This is an optimization exercise on Yosys and OpenROAD, whose aim is small area, not a production implementation. Function not checked in this run: the RTL went through the layout flow alone. No activity file was given, so power comes from the tool's default toggle rates.

--- design/flow/flow/run.sh ---
#!/bin/bash
# The standard layout, with the port buffers that buffer_ports puts on every
# input and output made the smallest buffer cell. Each tool's full output goes
# to a log file of its own in this folder (ORFS's own step logs stay under
# orfs/logs/).
set -euo pipefail
export BUFFER_PORTS_ARGS="-buffer_cell sky130_fd_sc_hd__buf_1"
bash standard.sh finish > standard_flow.log 2>&1
--- design/flow/standard.sh ---
#!/bin/bash
# synth_recipe.tcl (not shown) runs the flow's synth.tcl, then flattens the netlist and writes it again
# the make line also repeats each setting of config.mk as NAME=value (left out here)
make -C /OpenROAD-flow-scripts/flow DESIGN_CONFIG=/design/flow/config.mk WORK_HOME=/design/flow/orfs CLKGATE_MAP_FILE= SYNTH_SCRIPT=/design/flow/synth_recipe.tcl "${@:-finish}"
--- design/flow/config.mk ---
export PLATFORM = sky130hd
export DESIGN_NAME = servo_pwm_sweep_generator
export DESIGN_NICKNAME = servo_pwm_sweep_generator
export VERILOG_FILES = /design/flow/design.v
export SDC_FILE = /design/flow/constraint.sdc
export NUM_CORES = 4
export LEC_CHECK = 0
export CAP_MARGIN = 20
export CORE_MARGIN = 2
export CORE_UTILIZATION = 40
export CTS_BUF_LIST = sky130_fd_sc_hd__clkbuf_8
export SLEW_MARGIN = 20
export SYNTH_HIERARCHICAL = 1
--- design/flow/constraint.sdc ---
create_clock -name core_clock -period 12.0 [get_ports {clk}]
set_input_delay 2.4000 -clock core_clock [delete_from_list [all_inputs] [get_ports {clk}]]
set_output_delay 2.4000 -clock core_clock [all_outputs]
set_load 0.01 [all_outputs]
--- design/flow/design.v ---
package spwm_pkg;
  localparam int ANGLE_W = 8;
  localparam int SPAN_W  = 12;
  localparam int TICK_W  = 16;
  localparam int PPS_W   = 8;
  localparam int PROD_W  = ANGLE_W + SPAN_W;
  localparam int S91_W   = 19;
  localparam int DEFAULT_MAX_ANGLE = 180;
  localparam logic [TICK_W-1:0] PERIOD_RST    = 16'd20000;
  localparam logic [TICK_W-1:0] MIN_PULSE_RST = 16'd500;
  localparam logic [SPAN_W-1:0] SPAN_RST      = 12'd1900;
  localparam logic [PPS_W-1:0]  PPS_RST       = 8'd50;
  localparam logic [S91_W-1:0]  S91_RST       = 19'd172900;   
  typedef enum logic [1:0] {
    CFG_PERIOD    = 2'd0,
    CFG_MIN_PULSE = 2'd1,
    CFG_SPAN      = 2'd2,
    CFG_PPS       = 2'd3
  } cfg_idx_t;
  typedef enum logic {
    FUNC_TICK = 1'b0,
    FUNC_MOVE = 1'b1
  } func_t;
endpackage
import spwm_pkg::*;
module spwm_width (
  input  logic [ANGLE_W-1:0] angle,
  input  logic [18:0]        s91,
  input  logic [TICK_W-1:0]  min_pulse,
  input  logic [TICK_W-1:0]  period_n,      
  output logic [TICK_W-1:0]  high_width_n   
);
  wire pp1, pp2, pp3, pp4, pp5, pp6, pp7, pp8, pp9, pp10, pp11, pp12, pp13, pp14, pp15, pp16, pp17, pp18, pp19, pp20, pp21, pp22, pp23, pp24, pp25, pp26, pp27, pp28, pp29, pp30, pp31, pp32, pp33, pp34, pp35, pp36, pp37, pp38, pp39, pp40, pp41, pp42, pp43, pp44, pp45, pp46, pp47, pp48, pp49, pp50, pp51, pp52, pp53, pp54, pp55, pp56, pp57, pp58, pp59, pp60, pp61, pp62, pp63, pp64, pp65, pp66, pp67, pp68, pp69, pp70, pp71, pp72, pp73, pp74, pp75, pp76, pp77, pp78, pp79, pp80, pp81, pp82, pp83, pp84, pp85, pp86, pp87, pp88, pp89, pp90, pp91, pp92, pp93, pp94, pp95, pp96, pp97, pp98, pp99, pp100, pp101, pp102, pp103, pp104, pp105, pp106, pp107, pp108, pp109, pp110, pp111, pp112, pp113, pp114, pp115, pp116, pp117, pp118, pp119, pp120, pp121, pp122, pp123, pp124, pp125, pp126, pp127, pp128, pp129, pp130, pp131, pp132, pp133, pp134, hs135, hc136, fs137, fc138, fs139, fc140, fs141, fc142, fs143, fc144, fs145, fc146, fs147, fc148, fs149, fc150, fs151, fc152, fs153, fc154, fs155, fc156, fs157, fc158, fs159, fc160, hs161, hc162, hs163, hc164, fs165, fc166, hs167, hc168, fs169, fc170, fs171, fc172, fs173, fc174, fs175, fc176, fs177, fc178, fs179, fc180, fs181, fc182, fs183, fc184, fs185, fc186, fs187, fc188, fs189, fc190, fs191, fc192, fs193, fc194, fs195, fc196, fs197, fc198, fs199, fc200, fs201, fc202, fs203, fc204, fs205, fc206, fs207, fc208, fs209, fc210, fs211, fc212, fs213, fc214, fs215, fc216, fs217, fc218, fs219, fc220, fs221, fc222, fs223, fc224, fs225, fc226, fs227, fc228, fs229, fc230, hs231, hc232, fs233, fc234, fs235, fc236, fs237, fc238, fs239, fc240, fs241, fc242, fs243, fc244, fs245, fc246, fs247, fc248, fs249, fc250, fs251, fc252, fs253, fc254, fs255, fc256, fs257, fc258, fs259, fc260, fs261, fc262, fs263, fc264, fs265, fc266, fs267, fc268, fs269, fc270, hs271, hc272, fs273, fc274, fs275, fc276, fs277, fc278, fs279, fc280, fs281, fc282, fs283, fc284, fs285, fc286, fs287, fc288, fs289, fc290, fs291, fc292, fs293, fc294, fs295, fc296, fs297, fc298, fs299, fc300, fs301, fc302, fs303, fc304, fs305, fc306, fs307, fc308, fs309, fc310, fs311, fc312, fs313, fc314;
  assign pp1 = ~(angle[0] & s91[0]);
  assign pp2 = ~(angle[0] & s91[1]);
  assign pp3 = ~(angle[0] & s91[2]);
  assign pp4 = ~(angle[0] & s91[3]);
  assign pp5 = ~(angle[0] & s91[4]);
  assign pp6 = ~(angle[0] & s91[5]);
  assign pp7 = ~(angle[0] & s91[6]);
  assign pp8 = ~(angle[0] & s91[7]);
  assign pp9 = ~(angle[0] & s91[8]);
  assign pp10 = ~(angle[0] & s91[9]);
  assign pp11 = ~(angle[0] & s91[10]);
  assign pp12 = ~(angle[0] & s91[11]);
  assign pp13 = ~(angle[0] & s91[12]);
  assign pp14 = ~(angle[0] & s91[13]);
  assign pp15 = ~(angle[0] & s91[14]);
  assign pp16 = ~(angle[0] & s91[15]);
  assign pp17 = ~(angle[0] & s91[16]);
  assign pp18 = ~(angle[0] & s91[17]);
  assign pp19 = ~(angle[0] & s91[18]);
  assign pp20 = ~(angle[1] & s91[0]);
  assign pp21 = ~(angle[1] & s91[1]);
  assign pp22 = ~(angle[1] & s91[2]);
  assign pp23 = ~(angle[1] & s91[3]);
  assign pp24 = ~(angle[1] & s91[4]);
  assign pp25 = ~(angle[1] & s91[5]);
  assign pp26 = ~(angle[1] & s91[6]);
  assign pp27 = ~(angle[1] & s91[7]);
  assign pp28 = ~(angle[1] & s91[8]);
  assign pp29 = ~(angle[1] & s91[9]);
  assign pp30 = ~(angle[1] & s91[10]);
  assign pp31 = ~(angle[1] & s91[11]);
  assign pp32 = ~(angle[1] & s91[12]);
  assign pp33 = ~(angle[1] & s91[13]);
  assign pp34 = ~(angle[1] & s91[14]);
  assign pp35 = ~(angle[1] & s91[15]);
  assign pp36 = ~(angle[1] & s91[16]);
  assign pp37 = ~(angle[1] & s91[17]);
  assign pp38 = ~(angle[1] & s91[18]);
  assign pp39 = ~(angle[2] & s91[0]);
  assign pp40 = ~(angle[2] & s91[1]);
  assign pp41 = ~(angle[2] & s91[2]);
  assign pp42 = ~(angle[2] & s91[3]);
  assign pp43 = ~(angle[2] & s91[4]);
  assign pp44 = ~(angle[2] & s91[5]);
  assign pp45 = ~(angle[2] & s91[6]);
  assign pp46 = ~(angle[2] & s91[7]);
  assign pp47 = ~(angle[2] & s91[8]);
  assign pp48 = ~(angle[2] & s91[9]);
  assign pp49 = ~(angle[2] & s91[10]);
  assign pp50 = ~(angle[2] & s91[11]);
  assign pp51 = ~(angle[2] & s91[12]);
  assign pp52 = ~(angle[2] & s91[13]);
  assign pp53 = ~(angle[2] & s91[14]);
  assign pp54 = ~(angle[2] & s91[15]);
  assign pp55 = ~(angle[2] & s91[16]);
  assign pp56 = ~(angle[2] & s91[17]);
  assign pp57 = ~(angle[2] & s91[18]);
  assign pp58 = ~(angle[3] & s91[0]);
  assign pp59 = ~(angle[3] & s91[1]);
  assign pp60 = ~(angle[3] & s91[2]);
  assign pp61 = ~(angle[3] & s91[3]);
  assign pp62 = ~(angle[3] & s91[4]);
  assign pp63 = ~(angle[3] & s91[5]);
  assign pp64 = ~(angle[3] & s91[6]);
  assign pp65 = ~(angle[3] & s91[7]);
  assign pp66 = ~(angle[3] & s91[8]);
  assign pp67 = ~(angle[3] & s91[9]);
  assign pp68 = ~(angle[3] & s91[10]);
  assign pp69 = ~(angle[3] & s91[11]);
  assign pp70 = ~(angle[3] & s91[12]);
  assign pp71 = ~(angle[3] & s91[13]);
  assign pp72 = ~(angle[3] & s91[14]);
  assign pp73 = ~(angle[3] & s91[15]);
  assign pp74 = ~(angle[3] & s91[16]);
  assign pp75 = ~(angle[3] & s91[17]);
  assign pp76 = ~(angle[3] & s91[18]);
  assign pp77 = ~(angle[4] & s91[0]);
  assign pp78 = ~(angle[4] & s91[1]);
  assign pp79 = ~(angle[4] & s91[2]);
  assign pp80 = ~(angle[4] & s91[3]);
  assign pp81 = ~(angle[4] & s91[4]);
  assign pp82 = ~(angle[4] & s91[5]);
  assign pp83 = ~(angle[4] & s91[6]);
  assign pp84 = ~(angle[4] & s91[7]);
  assign pp85 = ~(angle[4] & s91[8]);
  assign pp86 = ~(angle[4] & s91[9]);
  assign pp87 = ~(angle[4] & s91[10]);
  assign pp88 = ~(angle[4] & s91[11]);
  assign pp89 = ~(angle[4] & s91[12]);
  assign pp90 = ~(angle[4] & s91[13]);
  assign pp91 = ~(angle[4] & s91[14]);
  assign pp92 = ~(angle[4] & s91[15]);
  assign pp93 = ~(angle[4] & s91[16]);
  assign pp94 = ~(angle[4] & s91[17]);
  assign pp95 = ~(angle[4] & s91[18]);
  assign pp96 = ~(angle[5] & s91[0]);
  assign pp97 = ~(angle[5] & s91[1]);
  assign pp98 = ~(angle[5] & s91[2]);
  assign pp99 = ~(angle[5] & s91[3]);
  assign pp100 = ~(angle[5] & s91[4]);
  assign pp101 = ~(angle[5] & s91[5]);
  assign pp102 = ~(angle[5] & s91[6]);
  assign pp103 = ~(angle[5] & s91[7]);
  assign pp104 = ~(angle[5] & s91[8]);
  assign pp105 = ~(angle[5] & s91[9]);
  assign pp106 = ~(angle[5] & s91[10]);
  assign pp107 = ~(angle[5] & s91[11]);
  assign pp108 = ~(angle[5] & s91[12]);
  assign pp109 = ~(angle[5] & s91[13]);
  assign pp110 = ~(angle[5] & s91[14]);
  assign pp111 = ~(angle[5] & s91[15]);
  assign pp112 = ~(angle[5] & s91[16]);
  assign pp113 = ~(angle[5] & s91[17]);
  assign pp114 = ~(angle[5] & s91[18]);
  assign pp115 = ~(angle[6] & s91[0]);
  assign pp116 = ~((angle[7] & s91[0]) | (angle[6] & s91[1]));
  assign pp117 = ~((angle[7] & s91[1]) | (angle[6] & s91[2]));
  assign pp118 = ~((angle[7] & s91[2]) | (angle[6] & s91[3]));
  assign pp119 = ~((angle[7] & s91[3]) | (angle[6] & s91[4]));
  assign pp120 = ~((angle[7] & s91[4]) | (angle[6] & s91[5]));
  assign pp121 = ~((angle[7] & s91[5]) | (angle[6] & s91[6]));
  assign pp122 = ~((angle[7] & s91[6]) | (angle[6] & s91[7]));
  assign pp123 = ~((angle[7] & s91[7]) | (angle[6] & s91[8]));
  assign pp124 = ~((angle[7] & s91[8]) | (angle[6] & s91[9]));
  assign pp125 = ~((angle[7] & s91[9]) | (angle[6] & s91[10]));
  assign pp126 = ~((angle[7] & s91[10]) | (angle[6] & s91[11]));
  assign pp127 = ~((angle[7] & s91[11]) | (angle[6] & s91[12]));
  assign pp128 = ~((angle[7] & s91[12]) | (angle[6] & s91[13]));
  assign pp129 = ~((angle[7] & s91[13]) | (angle[6] & s91[14]));
  assign pp130 = ~((angle[7] & s91[14]) | (angle[6] & s91[15]));
  assign pp131 = ~((angle[7] & s91[15]) | (angle[6] & s91[16]));
  assign pp132 = ~((angle[7] & s91[16]) | (angle[6] & s91[17]));
  assign pp133 = ~((angle[7] & s91[17]) | (angle[6] & s91[18]));
  assign pp134 = ~(angle[7] & s91[18]);
  assign hs135 = ~(pp7 ^ pp25);
  assign hc136 = pp7 | pp25;
  spwm_fa u_fs137 (.a(pp8), .b(pp26), .ci(pp44), .s(fs137), .co(fc138));
  spwm_fa u_fs139 (.a(pp9), .b(pp27), .ci(pp45), .s(fs139), .co(fc140));
  spwm_fa u_fs141 (.a(pp10), .b(pp28), .ci(pp46), .s(fs141), .co(fc142));
  spwm_fa u_fs143 (.a(pp11), .b(pp29), .ci(pp47), .s(fs143), .co(fc144));
  spwm_fa u_fs145 (.a(pp12), .b(pp30), .ci(pp48), .s(fs145), .co(fc146));
  spwm_fa u_fs147 (.a(pp13), .b(pp31), .ci(pp49), .s(fs147), .co(fc148));
  spwm_fa u_fs149 (.a(pp14), .b(pp32), .ci(pp50), .s(fs149), .co(fc150));
  spwm_fa u_fs151 (.a(pp15), .b(pp33), .ci(pp51), .s(fs151), .co(fc152));
  spwm_fa u_fs153 (.a(pp16), .b(pp34), .ci(pp52), .s(fs153), .co(fc154));
  spwm_fa u_fs155 (.a(pp17), .b(pp35), .ci(pp53), .s(fs155), .co(fc156));
  spwm_fa u_fs157 (.a(pp18), .b(pp36), .ci(pp54), .s(fs157), .co(fc158));
  spwm_fa u_fs159 (.a(pp19), .b(pp37), .ci(pp55), .s(fs159), .co(fc160));
  assign hs161 = ~(pp38 ^ pp56);
  assign hc162 = pp38 | pp56;
  assign hs163 = ~(pp5 ^ pp23);
  assign hc164 = pp5 | pp23;
  spwm_fa u_fs165 (.a(pp6), .b(pp24), .ci(pp42), .s(fs165), .co(fc166));
  assign hs167 = ~(pp60 ^ pp78);
  assign hc168 = pp60 | pp78;
  spwm_fa u_fs169 (.a(pp43), .b(pp61), .ci(pp79), .s(fs169), .co(fc170));
  spwm_fa u_fs171 (.a(pp97), .b(pp115), .ci(hs135), .s(fs171), .co(fc172));
  spwm_fa u_fs173 (.a(pp62), .b(pp80), .ci(pp98), .s(fs173), .co(fc174));
  spwm_fa u_fs175 (.a(pp116), .b(fs137), .ci(hc136), .s(fs175), .co(fc176));
  spwm_fa u_fs177 (.a(pp63), .b(pp81), .ci(pp99), .s(fs177), .co(fc178));
  spwm_fa u_fs179 (.a(pp117), .b(fs139), .ci(fc138), .s(fs179), .co(fc180));
  spwm_fa u_fs181 (.a(pp64), .b(pp82), .ci(pp100), .s(fs181), .co(fc182));
  spwm_fa u_fs183 (.a(pp118), .b(fs141), .ci(fc140), .s(fs183), .co(fc184));
  spwm_fa u_fs185 (.a(pp65), .b(pp83), .ci(pp101), .s(fs185), .co(fc186));
  spwm_fa u_fs187 (.a(pp119), .b(fs143), .ci(fc142), .s(fs187), .co(fc188));
  spwm_fa u_fs189 (.a(pp66), .b(pp84), .ci(pp102), .s(fs189), .co(fc190));
  spwm_fa u_fs191 (.a(pp120), .b(fs145), .ci(fc144), .s(fs191), .co(fc192));
  spwm_fa u_fs193 (.a(pp67), .b(pp85), .ci(pp103), .s(fs193), .co(fc194));
  spwm_fa u_fs195 (.a(pp121), .b(fs147), .ci(fc146), .s(fs195), .co(fc196));
  spwm_fa u_fs197 (.a(pp68), .b(pp86), .ci(pp104), .s(fs197), .co(fc198));
  spwm_fa u_fs199 (.a(pp122), .b(fs149), .ci(fc148), .s(fs199), .co(fc200));
  spwm_fa u_fs201 (.a(pp69), .b(pp87), .ci(pp105), .s(fs201), .co(fc202));
  spwm_fa u_fs203 (.a(pp123), .b(fs151), .ci(fc150), .s(fs203), .co(fc204));
  spwm_fa u_fs205 (.a(pp70), .b(pp88), .ci(pp106), .s(fs205), .co(fc206));
  spwm_fa u_fs207 (.a(pp124), .b(fs153), .ci(fc152), .s(fs207), .co(fc208));
  spwm_fa u_fs209 (.a(pp71), .b(pp89), .ci(pp107), .s(fs209), .co(fc210));
  spwm_fa u_fs211 (.a(pp125), .b(fs155), .ci(fc154), .s(fs211), .co(fc212));
  spwm_fa u_fs213 (.a(pp72), .b(pp90), .ci(pp108), .s(fs213), .co(fc214));
  spwm_fa u_fs215 (.a(pp126), .b(fs157), .ci(fc156), .s(fs215), .co(fc216));
  spwm_fa u_fs217 (.a(pp73), .b(pp91), .ci(pp109), .s(fs217), .co(fc218));
  spwm_fa u_fs219 (.a(pp127), .b(fs159), .ci(fc158), .s(fs219), .co(fc220));
  spwm_fa u_fs221 (.a(pp74), .b(pp92), .ci(pp110), .s(fs221), .co(fc222));
  spwm_fa u_fs223 (.a(pp128), .b(hs161), .ci(fc160), .s(fs223), .co(fc224));
  spwm_fa u_fs225 (.a(pp57), .b(pp75), .ci(pp93), .s(fs225), .co(fc226));
  spwm_fa u_fs227 (.a(pp111), .b(pp129), .ci(hc162), .s(fs227), .co(fc228));
  spwm_fa u_fs229 (.a(pp76), .b(pp94), .ci(pp112), .s(fs229), .co(fc230));
  assign hs231 = ~(pp4 ^ pp22);
  assign hc232 = pp4 | pp22;
  spwm_fa u_fs233 (.a(pp41), .b(pp59), .ci(pp77), .s(fs233), .co(fc234));
  spwm_fa u_fs235 (.a(pp96), .b(fs165), .ci(hs167), .s(fs235), .co(fc236));
  spwm_fa u_fs237 (.a(fs169), .b(fs171), .ci(fc166), .s(fs237), .co(fc238));
  spwm_fa u_fs239 (.a(fs173), .b(fs175), .ci(fc170), .s(fs239), .co(fc240));
  spwm_fa u_fs241 (.a(fs177), .b(fs179), .ci(fc174), .s(fs241), .co(fc242));
  spwm_fa u_fs243 (.a(fs181), .b(fs183), .ci(fc178), .s(fs243), .co(fc244));
  spwm_fa u_fs245 (.a(fs185), .b(fs187), .ci(fc182), .s(fs245), .co(fc246));
  spwm_fa u_fs247 (.a(fs189), .b(fs191), .ci(fc186), .s(fs247), .co(fc248));
  spwm_fa u_fs249 (.a(fs193), .b(fs195), .ci(fc190), .s(fs249), .co(fc250));
  spwm_fa u_fs251 (.a(fs197), .b(fs199), .ci(fc194), .s(fs251), .co(fc252));
  spwm_fa u_fs253 (.a(fs201), .b(fs203), .ci(fc198), .s(fs253), .co(fc254));
  spwm_fa u_fs255 (.a(fs205), .b(fs207), .ci(fc202), .s(fs255), .co(fc256));
  spwm_fa u_fs257 (.a(fs209), .b(fs211), .ci(fc206), .s(fs257), .co(fc258));
  spwm_fa u_fs259 (.a(fs213), .b(fs215), .ci(fc210), .s(fs259), .co(fc260));
  spwm_fa u_fs261 (.a(fs217), .b(fs219), .ci(fc214), .s(fs261), .co(fc262));
  spwm_fa u_fs263 (.a(fs221), .b(fs223), .ci(fc218), .s(fs263), .co(fc264));
  spwm_fa u_fs265 (.a(fs225), .b(fs227), .ci(fc222), .s(fs265), .co(fc266));
  spwm_fa u_fs267 (.a(pp130), .b(fs229), .ci(fc226), .s(fs267), .co(fc268));
  spwm_fa u_fs269 (.a(pp95), .b(pp113), .ci(pp131), .s(fs269), .co(fc270));
  assign hs271 = ~(pp3 ^ pp21);
  assign hc272 = pp3 | pp21;
  spwm_fa u_fs273 (.a(pp40), .b(pp58), .ci(hs231), .s(fs273), .co(fc274));
  spwm_fa u_fs275 (.a(hs163), .b(fs233), .ci(hc232), .s(fs275), .co(fc276));
  spwm_fa u_fs277 (.a(hc164), .b(fs235), .ci(fc234), .s(fs277), .co(fc278));
  spwm_fa u_fs279 (.a(hc168), .b(fs237), .ci(fc236), .s(fs279), .co(fc280));
  spwm_fa u_fs281 (.a(fc172), .b(fs239), .ci(fc238), .s(fs281), .co(fc282));
  spwm_fa u_fs283 (.a(fc176), .b(fs241), .ci(fc240), .s(fs283), .co(fc284));
  spwm_fa u_fs285 (.a(fc180), .b(fs243), .ci(fc242), .s(fs285), .co(fc286));
  spwm_fa u_fs287 (.a(fc184), .b(fs245), .ci(fc244), .s(fs287), .co(fc288));
  spwm_fa u_fs289 (.a(fc188), .b(fs247), .ci(fc246), .s(fs289), .co(fc290));
  spwm_fa u_fs291 (.a(fc192), .b(fs249), .ci(fc248), .s(fs291), .co(fc292));
  spwm_fa u_fs293 (.a(fc196), .b(fs251), .ci(fc250), .s(fs293), .co(fc294));
  spwm_fa u_fs295 (.a(fc200), .b(fs253), .ci(fc252), .s(fs295), .co(fc296));
  spwm_fa u_fs297 (.a(fc204), .b(fs255), .ci(fc254), .s(fs297), .co(fc298));
  spwm_fa u_fs299 (.a(fc208), .b(fs257), .ci(fc256), .s(fs299), .co(fc300));
  spwm_fa u_fs301 (.a(fc212), .b(fs259), .ci(fc258), .s(fs301), .co(fc302));
  spwm_fa u_fs303 (.a(fc216), .b(fs261), .ci(fc260), .s(fs303), .co(fc304));
  spwm_fa u_fs305 (.a(fc220), .b(fs263), .ci(fc262), .s(fs305), .co(fc306));
  spwm_fa u_fs307 (.a(fc224), .b(fs265), .ci(fc264), .s(fs307), .co(fc308));
  spwm_fa u_fs309 (.a(fc228), .b(fs267), .ci(fc266), .s(fs309), .co(fc310));
  spwm_fa u_fs311 (.a(fc230), .b(fs269), .ci(fc268), .s(fs311), .co(fc312));
  spwm_fa u_fs313 (.a(pp114), .b(pp132), .ci(fc270), .s(fs313), .co(fc314));
  wire [25:0] ra = {~pp134, ~pp133, ~fs313, ~fs311, ~fs309, ~fs307, ~fs305, ~fs303, ~fs301, ~fs299, ~fs297, ~fs295, ~fs293, ~fs291, ~fs289, ~fs287, ~fs285, ~fs283, ~fs281, ~fs279, ~fs277, ~fs275, ~fs273, ~pp39, ~pp2, ~pp1};
  wire [25:0] rb = {1'b0, ~fc314, ~fc312, ~fc310, ~fc308, ~fc306, ~fc304, ~fc302, ~fc300, ~fc298, ~fc296, ~fc294, ~fc292, ~fc290, ~fc288, ~fc286, ~fc284, ~fc282, ~fc280, ~fc278, ~fc276, ~fc274, ~hc272, ~hs271, ~pp20, 1'b0};
  wire [26:0] v;
  wire vag0_0 = ra[0] & rb[0];
  wire vap0_0 = ra[0] ^ rb[0];
  wire vag1_1 = ra[1] & rb[1];
  wire vap1_1 = ra[1] ^ rb[1];
  wire vag2_2 = ra[2] & rb[2];
  wire vap2_2 = ra[2] ^ rb[2];
  wire vag3_3 = ra[3] & rb[3];
  wire vap3_3 = ra[3] ^ rb[3];
  wire vag4_4 = ra[4] & rb[4];
  wire vap4_4 = ra[4] ^ rb[4];
  wire vag5_5 = ra[5] & rb[5];
  wire vap5_5 = ra[5] ^ rb[5];
  wire vag6_6 = ra[6] & rb[6];
  wire vap6_6 = ra[6] ^ rb[6];
  wire vag7_7 = ra[7] & rb[7];
  wire vap7_7 = ra[7] ^ rb[7];
  wire vag8_8 = ra[8] & rb[8];
  wire vap8_8 = ra[8] ^ rb[8];
  wire vag9_9 = ra[9] & rb[9];
  wire vap9_9 = ra[9] ^ rb[9];
  wire vag10_10 = ra[10] & rb[10];
  wire vap10_10 = ra[10] ^ rb[10];
  wire vag11_11 = ra[11] & rb[11];
  wire vap11_11 = ra[11] ^ rb[11];
  wire vag12_12 = ra[12] & rb[12];
  wire vap12_12 = ra[12] ^ rb[12];
  wire vag13_13 = ra[13] & rb[13];
  wire vap13_13 = ra[13] ^ rb[13];
  wire vag14_14 = ra[14] & rb[14];
  wire vap14_14 = ra[14] ^ rb[14];
  wire vag15_15 = ra[15] & rb[15];
  wire vap15_15 = ra[15] ^ rb[15];
  wire vag16_16 = ra[16] & rb[16];
  wire vap16_16 = ra[16] ^ rb[16];
  wire vag17_17 = ra[17] & rb[17];
  wire vap17_17 = ra[17] ^ rb[17];
  wire vag18_18 = ra[18] & rb[18];
  wire vap18_18 = ra[18] ^ rb[18];
  wire vag19_19 = ra[19] & rb[19];
  wire vap19_19 = ra[19] ^ rb[19];
  wire vag20_20 = ra[20] & rb[20];
  wire vap20_20 = ra[20] ^ rb[20];
  wire vag21_21 = ra[21] & rb[21];
  wire vap21_21 = ra[21] ^ rb[21];
  wire vag22_22 = ra[22] & rb[22];
  wire vap22_22 = ra[22] ^ rb[22];
  wire vag23_23 = ra[23] & rb[23];
  wire vap23_23 = ra[23] ^ rb[23];
  wire vag24_24 = ra[24] & rb[24];
  wire vap24_24 = ra[24] ^ rb[24];
  wire vag25_25 = ra[25] & rb[25];
  wire vap25_25 = ra[25] ^ rb[25];
  wire vag0_1 = vag1_1 | (vap1_1 & vag0_0);
  wire vap0_1 = vap1_1 & vap0_0;
  wire vag2_3 = vag3_3 | (vap3_3 & vag2_2);
  wire vap2_3 = vap3_3 & vap2_2;
  wire vag4_5 = vag5_5 | (vap5_5 & vag4_4);
  wire vap4_5 = vap5_5 & vap4_4;
  wire vag6_7 = vag7_7 | (vap7_7 & vag6_6);
  wire vap6_7 = vap7_7 & vap6_6;
  wire vag8_9 = vag9_9 | (vap9_9 & vag8_8);
  wire vap8_9 = vap9_9 & vap8_8;
  wire vag10_11 = vag11_11 | (vap11_11 & vag10_10);
  wire vap10_11 = vap11_11 & vap10_10;
  wire vag12_13 = vag13_13 | (vap13_13 & vag12_12);
  wire vap12_13 = vap13_13 & vap12_12;
  wire vag14_15 = vag15_15 | (vap15_15 & vag14_14);
  wire vap14_15 = vap15_15 & vap14_14;
  wire vag16_17 = vag17_17 | (vap17_17 & vag16_16);
  wire vap16_17 = vap17_17 & vap16_16;
  wire vag18_19 = vag19_19 | (vap19_19 & vag18_18);
  wire vap18_19 = vap19_19 & vap18_18;
  wire vag20_21 = vag21_21 | (vap21_21 & vag20_20);
  wire vap20_21 = vap21_21 & vap20_20;
  wire vag22_23 = vag23_23 | (vap23_23 & vag22_22);
  wire vap22_23 = vap23_23 & vap22_22;
  wire vag24_25 = vag25_25 | (vap25_25 & vag24_24);
  wire vap24_25 = vap25_25 & vap24_24;
  wire vag0_3 = vag2_3 | (vap2_3 & vag0_1);
  wire vap0_3 = vap2_3 & vap0_1;
  wire vag4_7 = vag6_7 | (vap6_7 & vag4_5);
  wire vap4_7 = vap6_7 & vap4_5;
  wire vag8_11 = vag10_11 | (vap10_11 & vag8_9);
  wire vap8_11 = vap10_11 & vap8_9;
  wire vag12_15 = vag14_15 | (vap14_15 & vag12_13);
  wire vap12_15 = vap14_15 & vap12_13;
  wire vag16_19 = vag18_19 | (vap18_19 & vag16_17);
  wire vap16_19 = vap18_19 & vap16_17;
  wire vag20_23 = vag22_23 | (vap22_23 & vag20_21);
  wire vap20_23 = vap22_23 & vap20_21;
  wire vag0_7 = vag4_7 | (vap4_7 & vag0_3);
  wire vap0_7 = vap4_7 & vap0_3;
  wire vag8_15 = vag12_15 | (vap12_15 & vag8_11);
  wire vap8_15 = vap12_15 & vap8_11;
  wire vag16_23 = vag20_23 | (vap20_23 & vag16_19);
  wire vap16_23 = vap20_23 & vap16_19;
  wire vag0_15 = vag8_15 | (vap8_15 & vag0_7);
  wire vap0_15 = vap8_15 & vap0_7;
  wire vag0_23 = vag16_23 | (vap16_23 & vag0_15);
  wire vap0_23 = vap16_23 & vap0_15;
  wire vag0_11 = vag8_11 | (vap8_11 & vag0_7);
  wire vap0_11 = vap8_11 & vap0_7;
  wire vag0_19 = vag16_19 | (vap16_19 & vag0_15);
  wire vap0_19 = vap16_19 & vap0_15;
  wire vag0_5 = vag4_5 | (vap4_5 & vag0_3);
  wire vap0_5 = vap4_5 & vap0_3;
  wire vag0_9 = vag8_9 | (vap8_9 & vag0_7);
  wire vap0_9 = vap8_9 & vap0_7;
  wire vag0_13 = vag12_13 | (vap12_13 & vag0_11);
  wire vap0_13 = vap12_13 & vap0_11;
  wire vag0_17 = vag16_17 | (vap16_17 & vag0_15);
  wire vap0_17 = vap16_17 & vap0_15;
  wire vag0_21 = vag20_21 | (vap20_21 & vag0_19);
  wire vap0_21 = vap20_21 & vap0_19;
  wire vag0_25 = vag24_25 | (vap24_25 & vag0_23);
  wire vap0_25 = vap24_25 & vap0_23;
  wire vag0_2 = vag2_2 | (vap2_2 & vag0_1);
  wire vap0_2 = vap2_2 & vap0_1;
  wire vag0_4 = vag4_4 | (vap4_4 & vag0_3);
  wire vap0_4 = vap4_4 & vap0_3;
  wire vag0_6 = vag6_6 | (vap6_6 & vag0_5);
  wire vap0_6 = vap6_6 & vap0_5;
  wire vag0_8 = vag8_8 | (vap8_8 & vag0_7);
  wire vap0_8 = vap8_8 & vap0_7;
  wire vag0_10 = vag10_10 | (vap10_10 & vag0_9);
  wire vap0_10 = vap10_10 & vap0_9;
  wire vag0_12 = vag12_12 | (vap12_12 & vag0_11);
  wire vap0_12 = vap12_12 & vap0_11;
  wire vag0_14 = vag14_14 | (vap14_14 & vag0_13);
  wire vap0_14 = vap14_14 & vap0_13;
  wire vag0_16 = vag16_16 | (vap16_16 & vag0_15);
  wire vap0_16 = vap16_16 & vap0_15;
  wire vag0_18 = vag18_18 | (vap18_18 & vag0_17);
  wire vap0_18 = vap18_18 & vap0_17;
  wire vag0_20 = vag20_20 | (vap20_20 & vag0_19);
  wire vap0_20 = vap20_20 & vap0_19;
  wire vag0_22 = vag22_22 | (vap22_22 & vag0_21);
  wire vap0_22 = vap22_22 & vap0_21;
  wire vag0_24 = vag24_24 | (vap24_24 & vag0_23);
  wire vap0_24 = vap24_24 & vap0_23;
  assign v = {vag0_25, vap25_25 ^ vag0_24, vap24_24 ^ vag0_23, vap23_23 ^ vag0_22, vap22_22 ^ vag0_21, vap21_21 ^ vag0_20, vap20_20 ^ vag0_19, vap19_19 ^ vag0_18, vap18_18 ^ vag0_17, vap17_17 ^ vag0_16, vap16_16 ^ vag0_15, vap15_15 ^ vag0_14, vap14_14 ^ vag0_13, vap13_13 ^ vag0_12, vap12_12 ^ vag0_11, vap11_11 ^ vag0_10, vap10_10 ^ vag0_9, vap9_9 ^ vag0_8, vap8_8 ^ vag0_7, vap7_7 ^ vag0_6, vap6_6 ^ vag0_5, vap5_5 ^ vag0_4, vap4_4 ^ vag0_3, vap3_3 ^ vag0_2, vap2_2 ^ vag0_1, vap1_1 ^ vag0_0, vap0_0 ^ 1'b0};
  wire [11:0] h = v[25:14];
  wire [11:0] l = v[13:2];
  wire [11:0] g1 = h & l;
  wire [11:0] p1 = h | l;
  wire [5:0]  g2, p2;
  wire [2:0]  g3, p3;
  for (genvar k = 0; k < 6; k++) begin : g_t2
    assign g2[k] = g1[2*k+1] | (p1[2*k+1] & g1[2*k]);
    assign p2[k] = p1[2*k+1] & p1[2*k];
  end
  for (genvar k = 0; k < 3; k++) begin : g_t3
    assign g3[k] = g2[2*k+1] | (p2[2*k+1] & g2[2*k]);
    assign p3[k] = p2[2*k+1] & p2[2*k];
  end
  wire c = g3[2] | (p3[2] & (g3[1] | (p3[1] & (g3[0] | p3[0]))));
  wire [16:0] sum;
  wire sag0_0 = min_pulse[0] & h[0];
  wire sap0_0 = min_pulse[0] ^ h[0];
  wire sag1_1 = min_pulse[1] & h[1];
  wire sap1_1 = min_pulse[1] ^ h[1];
  wire sag2_2 = min_pulse[2] & h[2];
  wire sap2_2 = min_pulse[2] ^ h[2];
  wire sag3_3 = min_pulse[3] & h[3];
  wire sap3_3 = min_pulse[3] ^ h[3];
  wire sag4_4 = min_pulse[4] & h[4];
  wire sap4_4 = min_pulse[4] ^ h[4];
  wire sag5_5 = min_pulse[5] & h[5];
  wire sap5_5 = min_pulse[5] ^ h[5];
  wire sag6_6 = min_pulse[6] & h[6];
  wire sap6_6 = min_pulse[6] ^ h[6];
  wire sag7_7 = min_pulse[7] & h[7];
  wire sap7_7 = min_pulse[7] ^ h[7];
  wire sag8_8 = min_pulse[8] & h[8];
  wire sap8_8 = min_pulse[8] ^ h[8];
  wire sag9_9 = min_pulse[9] & h[9];
  wire sap9_9 = min_pulse[9] ^ h[9];
  wire sag10_10 = min_pulse[10] & h[10];
  wire sap10_10 = min_pulse[10] ^ h[10];
  wire sag11_11 = min_pulse[11] & h[11];
  wire sap11_11 = min_pulse[11] ^ h[11];
  wire sag12_12 = min_pulse[12] & 1'b0;
  wire sap12_12 = min_pulse[12] ^ 1'b0;
  wire sag13_13 = min_pulse[13] & 1'b0;
  wire sap13_13 = min_pulse[13] ^ 1'b0;
  wire sag14_14 = min_pulse[14] & 1'b0;
  wire sap14_14 = min_pulse[14] ^ 1'b0;
  wire sag15_15 = min_pulse[15] & 1'b0;
  wire sap15_15 = min_pulse[15] ^ 1'b0;
  wire sag0_1 = sag1_1 | (sap1_1 & sag0_0);
  wire sap0_1 = sap1_1 & sap0_0;
  wire sag2_3 = sag3_3 | (sap3_3 & sag2_2);
  wire sap2_3 = sap3_3 & sap2_2;
  wire sag4_5 = sag5_5 | (sap5_5 & sag4_4);
  wire sap4_5 = sap5_5 & sap4_4;
  wire sag6_7 = sag7_7 | (sap7_7 & sag6_6);
  wire sap6_7 = sap7_7 & sap6_6;
  wire sag8_9 = sag9_9 | (sap9_9 & sag8_8);
  wire sap8_9 = sap9_9 & sap8_8;
  wire sag10_11 = sag11_11 | (sap11_11 & sag10_10);
  wire sap10_11 = sap11_11 & sap10_10;
  wire sag12_13 = sag13_13 | (sap13_13 & sag12_12);
  wire sap12_13 = sap13_13 & sap12_12;
  wire sag14_15 = sag15_15 | (sap15_15 & sag14_14);
  wire sap14_15 = sap15_15 & sap14_14;
  wire sag0_3 = sag2_3 | (sap2_3 & sag0_1);
  wire sap0_3 = sap2_3 & sap0_1;
  wire sag4_7 = sag6_7 | (sap6_7 & sag4_5);
  wire sap4_7 = sap6_7 & sap4_5;
  wire sag8_11 = sag10_11 | (sap10_11 & sag8_9);
  wire sap8_11 = sap10_11 & sap8_9;
  wire sag12_15 = sag14_15 | (sap14_15 & sag12_13);
  wire sap12_15 = sap14_15 & sap12_13;
  wire sag0_7 = sag4_7 | (sap4_7 & sag0_3);
  wire sap0_7 = sap4_7 & sap0_3;
  wire sag8_15 = sag12_15 | (sap12_15 & sag8_11);
  wire sap8_15 = sap12_15 & sap8_11;
  wire sag0_15 = sag8_15 | (sap8_15 & sag0_7);
  wire sap0_15 = sap8_15 & sap0_7;
  wire sag0_11 = sag8_11 | (sap8_11 & sag0_7);
  wire sap0_11 = sap8_11 & sap0_7;
  wire sag0_5 = sag4_5 | (sap4_5 & sag0_3);
  wire sap0_5 = sap4_5 & sap0_3;
  wire sag0_9 = sag8_9 | (sap8_9 & sag0_7);
  wire sap0_9 = sap8_9 & sap0_7;
  wire sag0_13 = sag12_13 | (sap12_13 & sag0_11);
  wire sap0_13 = sap12_13 & sap0_11;
  wire sag0_2 = sag2_2 | (sap2_2 & sag0_1);
  wire sap0_2 = sap2_2 & sap0_1;
  wire sag0_4 = sag4_4 | (sap4_4 & sag0_3);
  wire sap0_4 = sap4_4 & sap0_3;
  wire sag0_6 = sag6_6 | (sap6_6 & sag0_5);
  wire sap0_6 = sap6_6 & sap0_5;
  wire sag0_8 = sag8_8 | (sap8_8 & sag0_7);
  wire sap0_8 = sap8_8 & sap0_7;
  wire sag0_10 = sag10_10 | (sap10_10 & sag0_9);
  wire sap0_10 = sap10_10 & sap0_9;
  wire sag0_12 = sag12_12 | (sap12_12 & sag0_11);
  wire sap0_12 = sap12_12 & sap0_11;
  wire sag0_14 = sag14_14 | (sap14_14 & sag0_13);
  wire sap0_14 = sap14_14 & sap0_13;
  assign sum = {(sag0_15 | (sap0_15 & c)), sap15_15 ^ (sag0_14 | (sap0_14 & c)), sap14_14 ^ (sag0_13 | (sap0_13 & c)), sap13_13 ^ (sag0_12 | (sap0_12 & c)), sap12_12 ^ (sag0_11 | (sap0_11 & c)), sap11_11 ^ (sag0_10 | (sap0_10 & c)), sap10_10 ^ (sag0_9 | (sap0_9 & c)), sap9_9 ^ (sag0_8 | (sap0_8 & c)), sap8_8 ^ (sag0_7 | (sap0_7 & c)), sap7_7 ^ (sag0_6 | (sap0_6 & c)), sap6_6 ^ (sag0_5 | (sap0_5 & c)), sap5_5 ^ (sag0_4 | (sap0_4 & c)), sap4_4 ^ (sag0_3 | (sap0_3 & c)), sap3_3 ^ (sag0_2 | (sap0_2 & c)), sap2_2 ^ (sag0_1 | (sap0_1 & c)), sap1_1 ^ (sag0_0 | (sap0_0 & c)), sap0_0 ^ c};
  wire [16:0] rs;
  wire [16:0] rc;
  spwm_ha u_room0 (.a(period_n[0]), .b(min_pulse[0]), .s(rs[0]), .co(rc[1]));
  for (genvar k = 1; k < 16; k++) begin : g_room
    spwm_fa u_room (.a(period_n[k]), .b(min_pulse[k]), .ci(rc[k]), .s(rs[k]), .co(rc[k+1]));
  end
  assign rs[16] = rc[16];
  wire        room_neg = rs[16];
  wire        room_big = ~&rs[15:12];
  wire [12:0] gt;
  assign gt[0] = 1'b0;
  for (genvar k = 0; k < 12; k++) begin : g_gt
    assign gt[k+1] = (h[k] & rs[k]) | (h[k] & gt[k]) | (rs[k] & gt[k]);
  end
  wire        h_gt = gt[12];
  wire        h_eq = &(h ^ rs[11:0]);
  wire        over = room_neg | (!room_big & (h_gt | (c & h_eq)));
  assign high_width_n = over ? period_n : ~sum[15:0];
endmodule
module spwm_fa (
  input  logic a,
  input  logic b,
  input  logic ci,
  output logic s,
  output logic co
);
  assign s  = a ^ b ^ ci;
  assign co = (a & b) | (ci & (a ^ b));
endmodule
module spwm_ha (
  input  logic a,
  input  logic b,
  output logic s,
  output logic co
);
  assign s  = a ^ b;
  assign co = a & b;
endmodule
module spwm_maj (
  input  logic a,
  input  logic b,
  input  logic c,
  output logic y
);
  assign y = (a & b) | (a & c) | (b & c);
endmodule
import spwm_pkg::*;
module servo_pwm_sweep_generator (
  input  logic        clk,
  input  logic        rst_n,
  input  logic        in_tvalid,
  output logic        in_tready,
  input  logic [15:0] in_tdata,
  input  logic        in_tuser,
  output logic        out_tvalid,
  input  logic        out_tready,
  output logic [15:0] out_tdata,
  input  logic        cfg_valid,
  output logic        cfg_ready,
  input  logic [1:0]  cfg_index,
  input  logic [15:0] cfg_data
);
  function automatic logic [7:0] step8(input logic [7:0] a, input logic up,
                                       input logic en);
    logic [7:0] r;
    logic       c;
    integer     i;
    begin
      c = en;
      for (i = 0; i < 8; i = i + 1) begin
        r[i] = a[i] ^ c;
        c    = c & ~(a[i] ^ up);
      end
      step8 = r;
    end
  endfunction
  function automatic logic [7:0] step12(input logic [7:0] a, input logic up,
                                        input logic two);
    logic [7:0] r;
    logic       c;
    integer     i;
    begin
      r[0] = a[0] ^ ~two;
      c    = two | ~(a[0] ^ up);
      for (i = 1; i < 8; i = i + 1) begin
        r[i] = a[i] ^ c;
        c    = c & ~(a[i] ^ up);
      end
      step12 = r;
    end
  endfunction
  function automatic logic [7:0] clamp180(input logic [7:0] x);
    logic gt;
    begin
      gt = x[7] & (x[6] | (x[5] & x[4] & (x[3] | (x[2] & (x[1] | x[0])))));
      clamp180 = gt ? 8'd180 : x;
    end
  endfunction
  logic [S91_W-1:0] s91_new;
  wire ts1, tc2, ts3, tc4, ts5, tc6, ts7, tc8, ts9, tc10, ts11, tc12;
  wire ts13, tc14, ts15, tc16, ts17, tc18, ts19, tc20, ts21, tc22, ts23, tc24;
  wire ts25, tc26, ts27, tc28, ts29, tc30, ts31, tc32, ts33, tc34, ts35, tc36;
  wire ts37, tc38, ts39, tc40, ts41, tc42, ts43, tc44, ts45, tc46, ts47, tc48;
  wire ts49, tc50, ts51, tc52, ts53, tc54, ts55, tc56, ts57, tc58, ts59, tc60;
  wire ts61, tc62, ts63, tc64, ts65, tc66, ts67, tc68, ts69, tc70, ts71, tc72;
  wire ts73, tc74, ts75, tc76, ts77, tc78, ts79, tc80, ts81, tc82, ts83, tc84;
  wire ts85, tc86, ts87, tc88, ts89, tc90, ts91, tc92, ts93, tc94, ts95, tc96;
  spwm_ha u_ts1 (.a(cfg_data[0]), .b(cfg_data[2]), .s(ts1), .co(tc2));
  spwm_fa u_ts3 (.a(cfg_data[1]), .b(cfg_data[3]), .ci(cfg_data[4]), .s(ts3), .co(tc4));
  spwm_fa u_ts5 (.a(cfg_data[2]), .b(cfg_data[4]), .ci(cfg_data[5]), .s(ts5), .co(tc6));
  spwm_fa u_ts7 (.a(cfg_data[3]), .b(cfg_data[5]), .ci(cfg_data[6]), .s(ts7), .co(tc8));
  spwm_fa u_ts9 (.a(cfg_data[4]), .b(cfg_data[6]), .ci(cfg_data[7]), .s(ts9), .co(tc10));
  spwm_fa u_ts11 (.a(cfg_data[5]), .b(cfg_data[7]), .ci(cfg_data[8]), .s(ts11), .co(tc12));
  spwm_ha u_ts13 (.a(cfg_data[6]), .b(cfg_data[8]), .s(ts13), .co(tc14));
  spwm_ha u_ts15 (.a(cfg_data[0]), .b(cfg_data[1]), .s(ts15), .co(tc16));
  spwm_fa u_ts17 (.a(cfg_data[1]), .b(cfg_data[2]), .ci(cfg_data[4]), .s(ts17), .co(tc18));
  spwm_fa u_ts19 (.a(cfg_data[3]), .b(cfg_data[5]), .ci(cfg_data[6]), .s(ts19), .co(tc20));
  spwm_fa u_ts21 (.a(cfg_data[6]), .b(cfg_data[7]), .ci(ts3), .s(ts21), .co(tc22));
  spwm_fa u_ts23 (.a(cfg_data[7]), .b(cfg_data[8]), .ci(ts5), .s(ts23), .co(tc24));
  spwm_fa u_ts25 (.a(cfg_data[8]), .b(cfg_data[9]), .ci(ts7), .s(ts25), .co(tc26));
  spwm_fa u_ts27 (.a(cfg_data[9]), .b(cfg_data[10]), .ci(ts9), .s(ts27), .co(tc28));
  spwm_fa u_ts29 (.a(cfg_data[10]), .b(cfg_data[11]), .ci(ts11), .s(ts29), .co(tc30));
  spwm_fa u_ts31 (.a(cfg_data[9]), .b(cfg_data[11]), .ci(ts13), .s(ts31), .co(tc32));
  spwm_fa u_ts33 (.a(cfg_data[7]), .b(cfg_data[9]), .ci(cfg_data[10]), .s(ts33), .co(tc34));
  spwm_ha u_ts35 (.a(cfg_data[8]), .b(cfg_data[10]), .s(ts35), .co(tc36));
  spwm_ha u_ts37 (.a(cfg_data[0]), .b(cfg_data[2]), .s(ts37), .co(tc38));
  spwm_fa u_ts39 (.a(cfg_data[3]), .b(cfg_data[4]), .ci(ts15), .s(ts39), .co(tc40));
  spwm_fa u_ts41 (.a(cfg_data[5]), .b(ts17), .ci(tc16), .s(ts41), .co(tc42));
  spwm_fa u_ts43 (.a(ts1), .b(ts19), .ci(tc18), .s(ts43), .co(tc44));
  spwm_fa u_ts45 (.a(tc2), .b(ts21), .ci(tc20), .s(ts45), .co(tc46));
  spwm_fa u_ts47 (.a(tc4), .b(ts23), .ci(tc22), .s(ts47), .co(tc48));
  spwm_fa u_ts49 (.a(tc6), .b(ts25), .ci(tc24), .s(ts49), .co(tc50));
  spwm_fa u_ts51 (.a(tc8), .b(ts27), .ci(tc26), .s(ts51), .co(tc52));
  spwm_fa u_ts53 (.a(tc10), .b(ts29), .ci(tc28), .s(ts53), .co(tc54));
  spwm_fa u_ts55 (.a(tc12), .b(ts31), .ci(tc30), .s(ts55), .co(tc56));
  spwm_fa u_ts57 (.a(tc14), .b(ts33), .ci(tc32), .s(ts57), .co(tc58));
  spwm_fa u_ts59 (.a(cfg_data[11]), .b(ts35), .ci(tc34), .s(ts59), .co(tc60));
  spwm_fa u_ts61 (.a(cfg_data[9]), .b(cfg_data[11]), .ci(tc36), .s(ts61), .co(tc62));
  spwm_ha u_ts63 (.a(cfg_data[0]), .b(cfg_data[1]), .s(ts63), .co(tc64));
  spwm_fa u_ts65 (.a(cfg_data[1]), .b(cfg_data[2]), .ci(tc64), .s(ts65), .co(tc66));
  spwm_fa u_ts67 (.a(cfg_data[3]), .b(ts37), .ci(tc66), .s(ts67), .co(tc68));
  spwm_fa u_ts69 (.a(ts39), .b(tc38), .ci(tc68), .s(ts69), .co(tc70));
  spwm_fa u_ts71 (.a(ts41), .b(tc40), .ci(tc70), .s(ts71), .co(tc72));
  spwm_fa u_ts73 (.a(ts43), .b(tc42), .ci(tc72), .s(ts73), .co(tc74));
  spwm_fa u_ts75 (.a(ts45), .b(tc44), .ci(tc74), .s(ts75), .co(tc76));
  spwm_fa u_ts77 (.a(ts47), .b(tc46), .ci(tc76), .s(ts77), .co(tc78));
  spwm_fa u_ts79 (.a(ts49), .b(tc48), .ci(tc78), .s(ts79), .co(tc80));
  spwm_fa u_ts81 (.a(ts51), .b(tc50), .ci(tc80), .s(ts81), .co(tc82));
  spwm_fa u_ts83 (.a(ts53), .b(tc52), .ci(tc82), .s(ts83), .co(tc84));
  spwm_fa u_ts85 (.a(ts55), .b(tc54), .ci(tc84), .s(ts85), .co(tc86));
  spwm_fa u_ts87 (.a(ts57), .b(tc56), .ci(tc86), .s(ts87), .co(tc88));
  spwm_fa u_ts89 (.a(ts59), .b(tc58), .ci(tc88), .s(ts89), .co(tc90));
  spwm_fa u_ts91 (.a(ts61), .b(tc60), .ci(tc90), .s(ts91), .co(tc92));
  spwm_fa u_ts93 (.a(cfg_data[10]), .b(tc62), .ci(tc92), .s(ts93), .co(tc94));
  spwm_ha u_ts95 (.a(cfg_data[11]), .b(tc94), .s(ts95), .co(tc96));
  assign s91_new = {tc96, ts95, ts93, ts91, ts89, ts87, ts85, ts83, ts81, ts79, ts77, ts75, ts73, ts71, ts69, ts67, ts65, ts63, cfg_data[0]};
  logic [TICK_W-1:0]  period_n, min_pulse_r;
  logic [S91_W-1:0]   s91_r;      
  logic [PPS_W-1:0]   pps_n;
  logic [TICK_W-1:0]  tick_r;
  logic [PPS_W-1:0]   pcount_r;
  logic [ANGLE_W-1:0] shown_r, goal_n;    
  logic [TICK_W-1:0]  width_n;
  logic               moving_r;
  logic               out_valid_r, pin_r, reject_r;
  logic               stepped_r;  
  logic               in_acc, is_move, move_ok, tick_mv;
  logic [ANGLE_W-1:0] start_cl, target_cl, a_step, a_load, angle;
  logic [TICK_W:0]    tick_inc;
  logic [PPS_W-1:0]   pcount_inc;
  logic               wrap, pwrap, at_goal, up, step, stop;
  logic [TICK_W-1:0]  new_width_n;
  logic               pin_lt;
  assign cfg_ready  = 1'b1;
  assign in_tready  = !out_valid_r || out_tready;
  assign in_acc     = in_tvalid && in_tready;
  assign is_move    = in_tuser;
  assign move_ok    = is_move && !moving_r;
  assign tick_mv    = !is_move && moving_r;
  assign start_cl   = clamp180(in_tdata[7:0]);
  assign target_cl  = clamp180(in_tdata[15:8]);
  logic [TICK_W:0] tick_cy;
  logic [PPS_W:0]  pcount_cy;
  assign tick_inc[0]   = ~tick_r[0];
  assign tick_cy[1]    = tick_r[0];
  assign pcount_inc[0] = ~pcount_r[0];
  assign pcount_cy[1]  = pcount_r[0];
  for (genvar i = 1; i < TICK_W; i++) begin : g_tick_inc
    spwm_ha u_ha (.a(tick_r[i]), .b(tick_cy[i]), .s(tick_inc[i]), .co(tick_cy[i+1]));
  end
  assign tick_inc[TICK_W] = tick_cy[TICK_W];
  for (genvar i = 1; i < PPS_W; i++) begin : g_pcount_inc
    spwm_ha u_ha (.a(pcount_r[i]), .b(pcount_cy[i]), .s(pcount_inc[i]), .co(pcount_cy[i+1]));
  end
  logic [TICK_W:1]    wrap_nb, pin_nb;
  logic [PPS_W:1]     pwrap_nb;
  logic [ANGLE_W:1]   up_nb;
  logic [ANGLE_W-1:0] target_n;
  assign wrap_nb[1]  = tick_inc[0] | period_n[0];
  assign pin_nb[1]   = tick_r[0] | width_n[0];
  assign pwrap_nb[1] = pcount_inc[0] | pps_n[0];
  assign up_nb[1]    = shown_r[0] | goal_n[0];
  for (genvar i = 1; i < TICK_W; i++) begin : g_cmp16
    spwm_maj u_wrap (.a(tick_inc[i]), .b(period_n[i]), .c(wrap_nb[i]), .y(wrap_nb[i+1]));
    spwm_maj u_pin  (.a(tick_r[i]),   .b(width_n[i]),  .c(pin_nb[i]),  .y(pin_nb[i+1]));
  end
  for (genvar i = 1; i < PPS_W; i++) begin : g_cmp8
    spwm_maj u_pwrap (.a(pcount_inc[i]), .b(pps_n[i]),  .c(pwrap_nb[i]), .y(pwrap_nb[i+1]));
    spwm_maj u_up    (.a(shown_r[i]),    .b(goal_n[i]), .c(up_nb[i]),    .y(up_nb[i+1]));
  end
  assign wrap       = tick_inc[TICK_W] | wrap_nb[TICK_W];
  assign pwrap      = pwrap_nb[PPS_W];
  assign pin_lt     = ~pin_nb[TICK_W];
  assign target_n   = ~target_cl;
  assign up         = ~up_nb[ANGLE_W];
  assign angle      = step8(shown_r, up, stepped_r);
  assign at_goal    = &(angle ^ goal_n);
  assign step       = tick_mv && wrap && pwrap && !at_goal;
  assign stop       = tick_mv && wrap && pwrap && at_goal;
  assign a_step     = step12(shown_r, up, stepped_r);
  assign a_load     = is_move ? start_cl : a_step;
  spwm_width u_width (
    .angle      (a_load),
    .s91        (s91_r),
    .min_pulse  (min_pulse_r),
    .period_n   (period_n),
    .high_width_n (new_width_n)
  );
  always_ff @(posedge clk) begin
    if (!rst_n) begin
      period_n    <= ~PERIOD_RST;
      min_pulse_r <= MIN_PULSE_RST;
      s91_r       <= S91_RST;
      pps_n       <= ~PPS_RST;
    end else if (cfg_valid) begin
      case (cfg_index)
        CFG_PERIOD:    period_n    <= ~cfg_data;
        CFG_MIN_PULSE: min_pulse_r <= cfg_data;
        CFG_SPAN:      s91_r       <= s91_new;
        default:       pps_n       <= ~cfg_data[PPS_W-1:0];
      endcase
    end
  end
  always_ff @(posedge clk) begin
    if (!rst_n) begin
      moving_r    <= 1'b0;
      shown_r     <= '0;
      stepped_r   <= 1'b0;
      out_valid_r <= 1'b0;
    end else begin
      out_valid_r <= in_acc || (out_valid_r && !out_tready);
      if (in_acc) begin
        shown_r   <= move_ok ? start_cl : angle;
        stepped_r <= step;
        if (move_ok) begin
          moving_r <= 1'b1;
        end else if (stop) begin
          moving_r <= 1'b0;
        end
      end
    end
  end
  always_ff @(posedge clk) begin
    if (in_acc) begin
      if (move_ok) begin
        goal_n   <= target_n;
        tick_r   <= '0;
        pcount_r <= '0;
      end else if (tick_mv) begin
        if (wrap) begin
          tick_r   <= '0;
          pcount_r <= pwrap ? '0 : pcount_inc;
        end else begin
          tick_r   <= tick_inc[TICK_W-1:0];
        end
      end
      if (move_ok || step) width_n <= new_width_n;
      pin_r     <= tick_mv && pin_lt;
      reject_r  <= is_move && moving_r;
    end
  end
  assign out_tvalid = out_valid_r;
  assign out_tdata  = {5'b0, reject_r, moving_r, shown_r, pin_r};
endmodule
==> key figures <==
Status
  – Status: timing/DRC/antenna clean

Die
  – Core area: 29600 um^2
  – Die span in y: approximately 180 um
  – Rows: 63
  – IO Pins: 59
  – Die area: 31500 um^2
  – Starting density of the core: 0.407
  – Die width: 178 um

Yosys
  – Post-Syn Area per Cell: 9.98 um^2
  – Compound-cell area share of the yosys netlist: 0.114
  – Count leader, synth: nand2_1
  – Top_reg_cell synth: dfxtp_1
  – Seq/Total Area, Yosys: 0.241
  – Number of synthesized flops with an enable pin: 50
  – Synth top area share: 0.254
  – Yosys cell types: 82
  – Post-Synth Adder-Cell Area: 0.384
  – Synth Area in Simple Gates: 0.148
  – Commonest cells in the netlist: nand2_1 (222), fa_1 (153), ha_1 (85)
  – Syn. warnings: 7
  – Mux cell area share after synthesis: 0.0197
  – Cell taking the most area after synthesis: fa_1
  – Largest family of logic cells by synthesized area: adder cells
  – Yosys reg bits: between 100 and 150
  – Netlist Area Pre-Place: 12100 um^2
  – Synth Instances: 1208
  – Post-Synth XOR/XNOR Area: 0.0418
  – Synth area leaders: fa_1 (25%), edfxtp_1 (12%), dfxtp_1 (12%)
  – Async SR Flop Fraction: 0

Route
  – Detailed Routing Iterations Pass 1: 5
  – # DRC: 0
  – Vias post-DR: 8791
  – 1st-iter DRT viols: 541
  – Vias per inst: 5.39
  – Final ANT Viol Nets: 0
  – Final WL: 28900 um
  – Routed WL per cell: 17.7 um

GRT
  – Initial antenna violation count: 0
  – Pin count of the biggest net entering global routing: between 40 and 50
  – Total track usage: 0.196
  – Number of global-route vias before repair: 9178
  – First-pass GRT wire length: just under 50000 um
  – GRT overflow: 0

Critical path
  – CP max-delay cell: fa_1
  – CP dominant cell by count: maj3_2
  – CP endpoint kind: flop
  – Crit-path max FO: 19
  – Required @ worst endpoint: 12200 ps
  – Startpoint Class: flop
  – Worst R2R Path Depth: 39
  – Largest stage delay, worst path: 550 ps
  – Crit path DAT: approximately 11000 ps
  – Setup CP Type: flop to flop

Timing
  – Hold Vio Cnt, Final: 0
  – RSZ-0062 raised after global routing: false
  – Final setup TNS: 0 ps
  – Fmax achieved: roughly 89 MHz
  – Layout Skew: between 7 and 8 ps
  – Slew margin rel.: 0.314
  – Slew @ Worst Pin: ~1000 ps
  – Final period utilization: 0.932
  – Fin crit period: ~11000 ps
  – Fin. max-slew vios: 0
  – Final setup vio count: 0

Place
  – # placed instances: 1600
  – Hpwl dp: 22900 um
  – Post-DP Area: between 10000 and 15000 um^2
  – Port bufs: 52
  – Routability cong.: 0.900

CTS
  – CTS clock-pin slew for the worst setup and hold paths: 80 ps
  – CTS tree: done
  – CTS root buf: clkbuf_8
  – Num CTS Buffers: 17
  – Longest Clk Path Bufs: 2
  – Clock latency on the worst-skew pair: ~450 ps
  – Post-CTS setup buffer count: 0
  – Htree depth: 4
  – CTS sink count: 120

Cells and area
  – Post-layout instance area: 12900 um^2
  – Share of post-route cells with drive strength above 1: 0.114
  – Syn-to-layout area delta: 7.05%
  – Final Instance Count excl. Fillers: 1632
  – Ant diodes: 0
  – Fill cell count: 2961
  – # nets final: 1507

Pwr
  – Total chip power: 2.76 mW
  – VDD IR max: 0.130 mV
  – Leak: 5.05 nW
  – Power density over the cells: roughly 210 nW/um^2

Hold path
  – Worst Hold Depth: 2
  – Hold WC Path Type: flop to flop

Flow run
  – Max Cap Viol: 0
[what timing repair did]
action,4_1_cts,5_1_grt
endpoints found under the setup margin,0,16
gates resized for setup,0,1
hold buffers,0,0
hold endpoints to repair,0,0
[critical path, delay by kind of cell (launching register included)]
kind / cells / cell delay (ps)
AO/OA/AOI/OAI: 9 / 1920
XOR/XNOR: 2 / 460
adder cells (fa/ha/maj): 14 / 5140
buffers and inverters: 3 / 430
flip-flops: 1 / 420
multiplexers: 1 / 360
AND/OR/NAND/NOR: 10 / 2190
[state kept, by name (all words and copies together) (netlist names), 8 cells and up]
name	cells
tick_r	16
shown_r	8
s91_r	19
min_pulse_r	16
pcount_r	8
width_n	16
period_n	16
goal_n	8
pps_n	8
[kinds of logic (layout without fill, tap and decap cells)]
logic type	after synthesis	after routing
flip-flops	120	120
XOR/XNOR	50	50
other	2	6
AO/OA/AOI/OAI	202	202
adder cells (fa/ha/maj)	283	283
AND/OR/NAND/NOR	388	388
multiplexers	18	18
buffers and inverters	145	175
[layout make-up]
| cell class | count | area, um^2 | area share |
|---|---|---|---|
| clock buffer | 17 | 234 | 0.0181 |
| inverter | 73 | 274 | 0.0212 |
| tap | 390 | 488 | 0.0378 |
| timing repair buffer | 70 | 332 | 0.0257 |
| sequential | 120 | 2900 | 0.225 |
| multi-input combinational | 947 | 8570 | 0.664 |
| clock inverter | 15 | 104 | 0.00805 |
[per-module statistics from Yosys, one instance, submodules excluded]
module	cells	flip-flops and latches	copies in the design	area [um^2]
servo_pwm_sweep_generator	525	120	1	5150
spwm_width	469	0	1	3230
spwm_fa	1	0	140	20.0
spwm_ha	1	0	30	12.5
spwm_maj	1	0	44	11.3
[per-stage QoR]
stage               hold slack, ps   util  worst slack (ps)
finish                         495  0.435               822
global route                   520  0.435              70.6
CTS                            495  0.435               514
detailed placement             476  0.424               541
global placement               476  0.424               769
floorplan                      433      -              1110
[placed cells by master (no fill, tap or decap), types with 21 or more instances in the layout]
master    Yosys  routed
nand3_1      30      30
xnor2_1      21      21
edfxtp_1     50      50
maj3_2       45      45
nor2_1       36      36
and2_1       37      37
nand2_1     222     222
a22oi_1      22      22
fa_1        153     153
xor2_1       21      21
ha_1         85      85
buf_1         8      51
a21oi_1      55      55
inv_1        72      72
dfxtp_1      70      70
[final timing paths]
path,startpoint,slack (ps),end
min reg2reg,pps_n[0],500,pps_n[0]
max reg2reg,goal_n[0],820,width_n[12]
max,goal_n[0],820,width_n[12]
min,pps_n[0],500,pps_n[0]
[power breakdown]
| part | internal (mW) | leakage [nW] | switching (mW) |
|---|---|---|---|
| Clock | 0.142 | 0.158 | 0.178 |
| Combinational | 0.846 | 3.85 | 1.04 |
| Sequential | 0.511 | 1.04 | 0.0403 |
[metal layers]
layer | vias to the layer above | global-route usage | share of wire
met5 | - | 0 | 0
met3 | 31 | 0.0296 | 0.040
li1 | 4160 | - | -
met2 | 207 | 0.337 | 0.49
met1 | 4393 | 0.257 | 0.45
met4 | 0 | 0.0543 | 0.017

==> static timing again, ports no longer ideal <==
No port has a modelled driver above. Below, the same layout with a new extraction and two added sets of constraints.
Step 1: set_driving_cell puts a clkbuf_16 on clk and a buf_2 on each other input, an assumption about the parent block.
Step 2 adds t to the input delays and takes it off the output delays; t is the mean of the earliest and latest rising clock arrival at the registers after step 1. Input paths then give back, and output paths get back, about the clock's delay inside the block.
a / b / c = ideal ports / drivers / drivers and shift; a / b = the first two.
t, ns: 0.484
setup slack, ns: 0.822 / 0.822 / 0.822
hold slack, ns: 0.495 / 0.495 / 0.495
worst setup path at the end: register to register
After both steps this run still meets setup and hold. For this run, drivers alone change the setup slack by 0.000 ns; drivers and shift together by 0.000 ns.
